From an optimization exercise on the open Yosys and OpenROAD flow, aimed at small area, a short achievable clock period and few clock cycles per item; shortcuts taken in it are not production practice.
Where RTL was checked, it was by simulation tests only, not by an equivalence proof against the original.

==> exp/juniper <==
// neuron_mac_seq
module neuron_mac_seq
#(
   parameter  int N_INPUTS = 64,
   localparam int CNT_W    = $clog2(N_INPUTS + 1)
) (
   input  logic             clk,
   input  logic             rst,
   input  logic             start,
   input  logic [CNT_W-1:0] len,
   input  logic [31:0]      bias,
   input  logic             act_en,
   output logic             busy,
   input  logic             in_valid,
   output logic             in_ready,
   input  logic [31:0]      in_x,
   input  logic [31:0]      in_w,
   output logic             out_valid,
   input  logic             out_ready,
   output logic [31:0]      out_data
);
export LEC_CHECK = 0
export CAP_MARGIN = 20
export CORE_MARGIN = 2
export CORE_UTILIZATION = 50
export SLEW_MARGIN = 20
create_clock -name core_clock -period 15.0 [get_ports {clk}]
standard.sh (not shown) runs the stock make flow with config.mk's settings and CLKGATE_MAP_FILE= SYNTH_SCRIPT=/design/flow/synth_recipe.tcl, a recipe that flattens the netlist after the stock synthesis.
==> flow/flow/run.sh <==
#!/bin/bash
set -euo pipefail
bash standard.sh SETUP_SLACK_MARGIN=${MARGIN:-7} finish > standard.log 2>&1
==> exp/yarrow (differences from exp/juniper) <==
--- a/flow/design.v
+++ b/flow/design.v
@@ -11,36 +11,57 @@
       fp_relu = v[31] ? FP_POS_ZERO : v;
    endfunction
 endpackage
 module spfp_mul_core
 (
    input  logic [31:0] a_i,
    input  logic [31:0] b_i,
-   output logic [25:0] ph_o,     
-   output logic        st_o,     
+   input  logic        z_i,      
+   output logic [23:0] plo_o,    
+   output logic        stl_o,    
+   output logic [35:0] phi_o,    
    output logic        s_o,
    output logic [9:0]  e_o,      
    output logic        nan_o,
    output logic        inf_o,
    output logic        zero_o
 );
    logic [7:0]  ea, eb;
-   logic [47:0] prod;
+   logic [23:0] ma, mb;
+   logic [35:0] lo;
    always_comb begin
       ea     = a_i[30:23];
       eb     = b_i[30:23];
-      prod   = {24'd0, 1'b1, a_i[22:0]} * {24'd0, 1'b1, b_i[22:0]};
-      ph_o   = prod[47:22];
-      st_o   = |prod[21:0];
-      s_o    = a_i[31] ^ b_i[31];
+      ma     = {1'b1, a_i[22:0]};
+      mb     = {1'b1, b_i[22:0]};
+      lo     = {12'd0, ma} * {24'd0, mb[11:0]};
+      plo_o  = lo[35:12];
+      stl_o  = |lo[11:0];
+      phi_o  = {12'd0, ma} * {24'd0, mb[23:12]};
+      s_o    = (a_i[31] ^ b_i[31]) & !z_i;
       e_o    = {2'd0, ea} + {2'd0, eb} - 10'd127;
-      nan_o  = (ea == 8'hFF && a_i[22:0] != 23'd0) || (eb == 8'hFF && b_i[22:0] != 23'd0) ||
-               (ea == 8'hFF && eb == 8'd0) || (eb == 8'hFF && ea == 8'd0);
-      inf_o  = (ea == 8'hFF || eb == 8'hFF);
-      zero_o = (ea == 8'd0 || eb == 8'd0);
+      nan_o  = !z_i && ((ea == 8'hFF && a_i[22:0] != 23'd0) || (eb == 8'hFF && b_i[22:0] != 23'd0) ||
+               (ea == 8'hFF && eb == 8'd0) || (eb == 8'hFF && ea == 8'd0));
+      inf_o  = !z_i && (ea == 8'hFF || eb == 8'hFF);
+      zero_o = z_i || ea == 8'd0 || eb == 8'd0;
+   end
+endmodule
+module spfp_mul_merge
+(
+   input  logic [23:0] plo_i,
+   input  logic        stl_i,
+   input  logic [35:0] phi_i,
+   output logic [25:0] ph_o,     
+   output logic        st_o      
+);
+   logic [35:0] hi;
+   always_comb begin
+      hi   = phi_i + {12'd0, plo_i};    
+      ph_o = hi[35:10];
+      st_o = stl_i | (|hi[9:0]);
    end
 endmodule
 module spfp_mul_round
 (
    input  logic [25:0] ph_i,
    input  logic        st_i,
    input  logic        s_i,
@@ -92,19 +113,23 @@
 endmodule
 module spfp_multiplier
 (
    input  logic [31:0] a_i,
    input  logic [31:0] b_i,
    output logic [31:0] p_o
 );
+   logic [23:0] plo;
+   logic [35:0] phi;
+   logic        stl;
    logic [25:0] ph;
    logic        st, s, nan, inf, zero;
    logic [9:0]  e;
-   spfp_mul_core  u_core  (.a_i(a_i), .b_i(b_i), .ph_o(ph), .st_o(st), .s_o(s), .e_o(e),
+   spfp_mul_core  u_core  (.a_i(a_i), .b_i(b_i), .z_i(1'b0), .plo_o(plo), .stl_o(stl), .phi_o(phi), .s_o(s), .e_o(e),
                            .nan_o(nan), .inf_o(inf), .zero_o(zero));
+   spfp_mul_merge u_merge (.plo_i(plo), .stl_i(stl), .phi_i(phi), .ph_o(ph), .st_o(st));
    spfp_mul_round u_round (.ph_i(ph), .st_i(st), .s_i(s), .e_i(e), .nan_i(nan), .inf_i(inf),
                            .zero_i(zero), .p_o(p_o));
 endmodule
 module spfp_adder_subtractor
 (
    input  logic [31:0] a_i,
    input  logic [31:0] b_i,
@@ -123,14 +148,15 @@
    logic [8:0]  dab, dba;
    logic [23:0] ma, mb, mx, my;
    logic [4:0]  sh, lz;
    logic [49:0] al;
    logic [26:0] y_al;
    logic [27:0] sum;
    logic [24:0] pd, qd, nr, nn;
+   logic [25:0] pdx;
    logic [9:0]  e_nr;
    logic [24:0] r_a, r_b, r_c;
    logic [22:0] far_m;
    logic [7:0]  far_e, ex_m1, ex_p1, ex_p2;
    logic        up_a, up_b, up_c, far_zero, far_inf, near, p_neg, spec;
    logic [31:0] y_spec;
    logic [31:0] y_far, y_near, y_n;
@@ -180,17 +206,18 @@
          far_e    = r_c[24] ? ex : ex_m1;
          far_zero = !r_c[24] && ex == 8'd1;
          far_inf  = 1'b0;
       end
       if (far_zero)     y_far = {sx, 31'd0};
       else if (far_inf) y_far = {sx, 8'hFF, 23'd0};
       else              y_far = {sx, far_e, far_m};
-      pd    = {ma, 1'b0} - (a_gt ? {1'b0, mb} : {mb, 1'b0});
+      pdx   = {1'b0, ma, 1'b0} - (a_gt ? {2'b0, mb} : {1'b0, mb, 1'b0});
+      pd    = pdx[24:0];
       qd    = {mb, 1'b0} - (b_gt ? {1'b0, ma} : {ma, 1'b0});
-      p_neg = e_eq && (mb > ma);
+      p_neg = e_eq && pdx[25];
       nr    = (b_gt || p_neg) ? qd : pd;
       sn    = (b_gt || p_neg) ? sb : sa;
       lz    = lzc25(nr);
       nn    = nr << lz;
       e_nr  = {2'd0, ex} - {5'd0, lz};
       if (nr == 25'd0)                  y_near = 32'd0;
       else if (e_nr[9] || e_nr == 10'd0) y_near = {sn, 31'd0};
@@ -298,17 +325,20 @@
    input  logic             out_ready,
    output logic [31:0]      out_data
 );
    logic        take, issue, first, last, zero, load, blocked;
    logic [31:0] p_bias_q;
    logic        p_act_q;
    logic [31:0] x_q, w_q;
-   logic        v_i_q, f_i_q, l_i_q;
-   logic [25:0] ph_d, ph_q;
-   logic        st_d, st_q, s_d, s_q, nan_d, nan_q, inf_d, inf_q, zero_d, zero_q;
+   logic        v_i_q, f_i_q, l_i_q, z_i_q;
+   logic [23:0] plo_d, plo_q;
+   logic [35:0] phi_d, phi_q;
+   logic        stl_d, stl_q;
+   logic [25:0] ph;
+   logic        st, s_d, s_q, nan_d, nan_q, inf_d, inf_q, zero_d, zero_q;
    logic [9:0]  e_d, e_q;
    logic        v_m_q, f_m_q, l_m_q;
    logic [31:0] p_d, p_q;
    logic        v_r_q, l_r_q;
    logic [31:0] acc_q, add_s, relu_s, out_q;
    logic        acc_act_q, out_v_q;
    assign load    = v_m_q && f_m_q;
@@ -325,17 +355,18 @@
       .busy_o     (busy),
       .take_o     (take),
       .issue_o    (issue),
       .first_o    (first),
       .last_o     (last),
       .zero_o     (zero)
    );
-   spfp_mul_core u_mul (.a_i(x_q), .b_i(w_q), .ph_o(ph_d), .st_o(st_d), .s_o(s_d), .e_o(e_d),
+   spfp_mul_core u_mul (.a_i(x_q), .b_i(w_q), .z_i(z_i_q), .plo_o(plo_d), .stl_o(stl_d), .phi_o(phi_d), .s_o(s_d), .e_o(e_d),
                         .nan_o(nan_d), .inf_o(inf_d), .zero_o(zero_d));
-   spfp_mul_round u_rnd (.ph_i(ph_q), .st_i(st_q), .s_i(s_q), .e_i(e_q), .nan_i(nan_q),
+   spfp_mul_merge u_mrg (.plo_i(plo_q), .stl_i(stl_q), .phi_i(phi_q), .ph_o(ph), .st_o(st));
+   spfp_mul_round u_rnd (.ph_i(ph), .st_i(st), .s_i(s_q), .e_i(e_q), .nan_i(nan_q),
                          .inf_i(inf_q), .zero_i(zero_q), .p_o(p_d));
    spfp_adder_subtractor u_add (.a_i(acc_q), .b_i(p_q), .sub_i(1'b0), .y_o(add_s));
    ReLU u_relu (.x_i(add_s), .y_o(relu_s));
    always_ff @(posedge clk or posedge rst) begin
       if (rst) begin
          v_i_q   <= 1'b0;
          f_i_q   <= 1'b0;
@@ -360,18 +391,20 @@
       end
    end
    always_ff @(posedge clk) begin
       if (take) begin
          p_bias_q <= bias;
          p_act_q  <= act_en;
       end
-      x_q    <= zero ? 32'd0 : in_x;
-      w_q    <= zero ? 32'd0 : in_w;
-      ph_q   <= ph_d;
-      st_q   <= st_d;
+      x_q    <= in_x;
+      w_q    <= in_w;
+      z_i_q  <= zero;
+      plo_q  <= plo_d;
+      stl_q  <= stl_d;
+      phi_q  <= phi_d;
       s_q    <= s_d;
       e_q    <= e_d;
       nan_q  <= nan_d;
       inf_q  <= inf_d;
       zero_q <= zero_d;
       p_q    <= p_d;
       if (load) begin
==> flow/flow/run.sh (replaced) <==
#!/bin/bash
set -euo pipefail
bash standard.sh SETUP_SLACK_MARGIN=6 finish > standard.log 2>&1
- CORE_UTILIZATION: 50 -> 65
==> exp/raven (differences from exp/juniper) <==
--- a/flow/design.v
+++ b/flow/design.v
@@ -11,36 +11,57 @@
       fp_relu = v[31] ? FP_POS_ZERO : v;
    endfunction
 endpackage
 module spfp_mul_core
 (
    input  logic [31:0] a_i,
    input  logic [31:0] b_i,
-   output logic [25:0] ph_o,     
-   output logic        st_o,     
+   input  logic        z_i,      
+   output logic [23:0] plo_o,    
+   output logic        stl_o,    
+   output logic [35:0] phi_o,    
    output logic        s_o,
    output logic [9:0]  e_o,      
    output logic        nan_o,
    output logic        inf_o,
    output logic        zero_o
 );
    logic [7:0]  ea, eb;
-   logic [47:0] prod;
+   logic [23:0] ma, mb;
+   logic [35:0] lo;
    always_comb begin
       ea     = a_i[30:23];
       eb     = b_i[30:23];
-      prod   = {24'd0, 1'b1, a_i[22:0]} * {24'd0, 1'b1, b_i[22:0]};
-      ph_o   = prod[47:22];
-      st_o   = |prod[21:0];
-      s_o    = a_i[31] ^ b_i[31];
+      ma     = {1'b1, a_i[22:0]};
+      mb     = {1'b1, b_i[22:0]};
+      lo     = {12'd0, ma} * {24'd0, mb[11:0]};
+      plo_o  = lo[35:12];
+      stl_o  = |lo[11:0];
+      phi_o  = {12'd0, ma} * {24'd0, mb[23:12]};
+      s_o    = (a_i[31] ^ b_i[31]) & !z_i;
       e_o    = {2'd0, ea} + {2'd0, eb} - 10'd127;
-      nan_o  = (ea == 8'hFF && a_i[22:0] != 23'd0) || (eb == 8'hFF && b_i[22:0] != 23'd0) ||
-               (ea == 8'hFF && eb == 8'd0) || (eb == 8'hFF && ea == 8'd0);
-      inf_o  = (ea == 8'hFF || eb == 8'hFF);
-      zero_o = (ea == 8'd0 || eb == 8'd0);
+      nan_o  = !z_i && ((ea == 8'hFF && a_i[22:0] != 23'd0) || (eb == 8'hFF && b_i[22:0] != 23'd0) ||
+               (ea == 8'hFF && eb == 8'd0) || (eb == 8'hFF && ea == 8'd0));
+      inf_o  = !z_i && (ea == 8'hFF || eb == 8'hFF);
+      zero_o = z_i || ea == 8'd0 || eb == 8'd0;
+   end
+endmodule
+module spfp_mul_merge
+(
+   input  logic [23:0] plo_i,
+   input  logic        stl_i,
+   input  logic [35:0] phi_i,
+   output logic [25:0] ph_o,     
+   output logic        st_o      
+);
+   logic [35:0] hi;
+   always_comb begin
+      hi   = phi_i + {12'd0, plo_i};    
+      ph_o = hi[35:10];
+      st_o = stl_i | (|hi[9:0]);
    end
 endmodule
 module spfp_mul_round
 (
    input  logic [25:0] ph_i,
    input  logic        st_i,
    input  logic        s_i,
@@ -92,19 +113,23 @@
 endmodule
 module spfp_multiplier
 (
    input  logic [31:0] a_i,
    input  logic [31:0] b_i,
    output logic [31:0] p_o
 );
+   logic [23:0] plo;
+   logic [35:0] phi;
+   logic        stl;
    logic [25:0] ph;
    logic        st, s, nan, inf, zero;
    logic [9:0]  e;
-   spfp_mul_core  u_core  (.a_i(a_i), .b_i(b_i), .ph_o(ph), .st_o(st), .s_o(s), .e_o(e),
+   spfp_mul_core  u_core  (.a_i(a_i), .b_i(b_i), .z_i(1'b0), .plo_o(plo), .stl_o(stl), .phi_o(phi), .s_o(s), .e_o(e),
                            .nan_o(nan), .inf_o(inf), .zero_o(zero));
+   spfp_mul_merge u_merge (.plo_i(plo), .stl_i(stl), .phi_i(phi), .ph_o(ph), .st_o(st));
    spfp_mul_round u_round (.ph_i(ph), .st_i(st), .s_i(s), .e_i(e), .nan_i(nan), .inf_i(inf),
                            .zero_i(zero), .p_o(p_o));
 endmodule
 module spfp_adder_subtractor
 (
    input  logic [31:0] a_i,
    input  logic [31:0] b_i,
@@ -123,14 +148,15 @@
    logic [8:0]  dab, dba;
    logic [23:0] ma, mb, mx, my;
    logic [4:0]  sh, lz;
    logic [49:0] al;
    logic [26:0] y_al;
    logic [27:0] sum;
    logic [24:0] pd, qd, nr, nn;
+   logic [25:0] pdx;
    logic [9:0]  e_nr;
    logic [24:0] r_a, r_b, r_c;
    logic [22:0] far_m;
    logic [7:0]  far_e, ex_m1, ex_p1, ex_p2;
    logic        up_a, up_b, up_c, far_zero, far_inf, near, p_neg, spec;
    logic [31:0] y_spec;
    logic [31:0] y_far, y_near, y_n;
@@ -180,17 +206,18 @@
          far_e    = r_c[24] ? ex : ex_m1;
          far_zero = !r_c[24] && ex == 8'd1;
          far_inf  = 1'b0;
       end
       if (far_zero)     y_far = {sx, 31'd0};
       else if (far_inf) y_far = {sx, 8'hFF, 23'd0};
       else              y_far = {sx, far_e, far_m};
-      pd    = {ma, 1'b0} - (a_gt ? {1'b0, mb} : {mb, 1'b0});
+      pdx   = {1'b0, ma, 1'b0} - (a_gt ? {2'b0, mb} : {1'b0, mb, 1'b0});
+      pd    = pdx[24:0];
       qd    = {mb, 1'b0} - (b_gt ? {1'b0, ma} : {ma, 1'b0});
-      p_neg = e_eq && (mb > ma);
+      p_neg = e_eq && pdx[25];
       nr    = (b_gt || p_neg) ? qd : pd;
       sn    = (b_gt || p_neg) ? sb : sa;
       lz    = lzc25(nr);
       nn    = nr << lz;
       e_nr  = {2'd0, ex} - {5'd0, lz};
       if (nr == 25'd0)                  y_near = 32'd0;
       else if (e_nr[9] || e_nr == 10'd0) y_near = {sn, 31'd0};
@@ -298,17 +325,20 @@
    input  logic             out_ready,
    output logic [31:0]      out_data
 );
    logic        take, issue, first, last, zero, load, blocked;
    logic [31:0] p_bias_q;
    logic        p_act_q;
    logic [31:0] x_q, w_q;
-   logic        v_i_q, f_i_q, l_i_q;
-   logic [25:0] ph_d, ph_q;
-   logic        st_d, st_q, s_d, s_q, nan_d, nan_q, inf_d, inf_q, zero_d, zero_q;
+   logic        v_i_q, f_i_q, l_i_q, z_i_q;
+   logic [23:0] plo_d, plo_q;
+   logic [35:0] phi_d, phi_q;
+   logic        stl_d, stl_q;
+   logic [25:0] ph;
+   logic        st, s_d, s_q, nan_d, nan_q, inf_d, inf_q, zero_d, zero_q;
    logic [9:0]  e_d, e_q;
    logic        v_m_q, f_m_q, l_m_q;
    logic [31:0] p_d, p_q;
    logic        v_r_q, l_r_q;
    logic [31:0] acc_q, add_s, relu_s, out_q;
    logic        acc_act_q, out_v_q;
    assign load    = v_m_q && f_m_q;
@@ -325,17 +355,18 @@
       .busy_o     (busy),
       .take_o     (take),
       .issue_o    (issue),
       .first_o    (first),
       .last_o     (last),
       .zero_o     (zero)
    );
-   spfp_mul_core u_mul (.a_i(x_q), .b_i(w_q), .ph_o(ph_d), .st_o(st_d), .s_o(s_d), .e_o(e_d),
+   spfp_mul_core u_mul (.a_i(x_q), .b_i(w_q), .z_i(z_i_q), .plo_o(plo_d), .stl_o(stl_d), .phi_o(phi_d), .s_o(s_d), .e_o(e_d),
                         .nan_o(nan_d), .inf_o(inf_d), .zero_o(zero_d));
-   spfp_mul_round u_rnd (.ph_i(ph_q), .st_i(st_q), .s_i(s_q), .e_i(e_q), .nan_i(nan_q),
+   spfp_mul_merge u_mrg (.plo_i(plo_q), .stl_i(stl_q), .phi_i(phi_q), .ph_o(ph), .st_o(st));
+   spfp_mul_round u_rnd (.ph_i(ph), .st_i(st), .s_i(s_q), .e_i(e_q), .nan_i(nan_q),
                          .inf_i(inf_q), .zero_i(zero_q), .p_o(p_d));
    spfp_adder_subtractor u_add (.a_i(acc_q), .b_i(p_q), .sub_i(1'b0), .y_o(add_s));
    ReLU u_relu (.x_i(add_s), .y_o(relu_s));
    always_ff @(posedge clk or posedge rst) begin
       if (rst) begin
          v_i_q   <= 1'b0;
          f_i_q   <= 1'b0;
@@ -360,18 +391,20 @@
       end
    end
    always_ff @(posedge clk) begin
       if (take) begin
          p_bias_q <= bias;
          p_act_q  <= act_en;
       end
-      x_q    <= zero ? 32'd0 : in_x;
-      w_q    <= zero ? 32'd0 : in_w;
-      ph_q   <= ph_d;
-      st_q   <= st_d;
+      x_q    <= in_x;
+      w_q    <= in_w;
+      z_i_q  <= zero;
+      plo_q  <= plo_d;
+      stl_q  <= stl_d;
+      phi_q  <= phi_d;
       s_q    <= s_d;
       e_q    <= e_d;
       nan_q  <= nan_d;
       inf_q  <= inf_d;
       zero_q <= zero_d;
       p_q    <= p_d;
       if (load) begin
==> flow/flow/run.sh (replaced) <==
#!/bin/bash
set -euo pipefail
bash standard.sh SETUP_SLACK_MARGIN=7 finish > standard.log 2>&1
- PLACE_DENSITY: default -> 0.75
==> comparison <==
Against exp/raven, the clock-buffer cell count of exp/yarrow is lower by 4. Against exp/juniper, the area after synthesis of exp/yarrow is higher by 0.81%. The highest sequential share of layout area belongs to exp/yarrow, the lowest to exp/juniper. Between exp/yarrow and exp/raven, the lower first-iteration DRC count is in exp/yarrow (gap 14%, measured against exp/raven).
Testbench counts of exp/yarrow, summed over its fixed seeds: cycles 7,900, items 7,831.
Testbench counts of exp/raven, summed over its fixed seeds: cycles 7,900, items 7,831.
No functional check of the RTL was part of exp/juniper.

==> what the ideal ports hide <==
The results above use ideal ports. As a check the final layouts listed here were re-extracted and re-timed, cells and wires unchanged.
Step 1, drivers: a clkbuf_16 drives clk and a buf_2 each remaining input, both assumed.
Step 2 times the ports against the registers' clock, not the clock port: input delays grow and output delays shrink by t, the midpoint of the rising clock arrivals with the driver on.
a / b / c = ideal / step 1 / step 2; a / b = the first two.
run	t, ns	setup slack, ns	worst setup path at the end	worst data-port slew with drivers (ns)	pins driven straight from the clock port
exp/juniper	0.651	6.817 / 6.817 / 6.817	register to register	0.08	1
exp/yarrow	0.655	6.193 / 6.193 / 6.193	register to register	0.06	1
exp/raven	0.672	6.917 / 6.917 / 6.917	register to register	0.05	1
After both steps setup and hold are still met in every run listed.
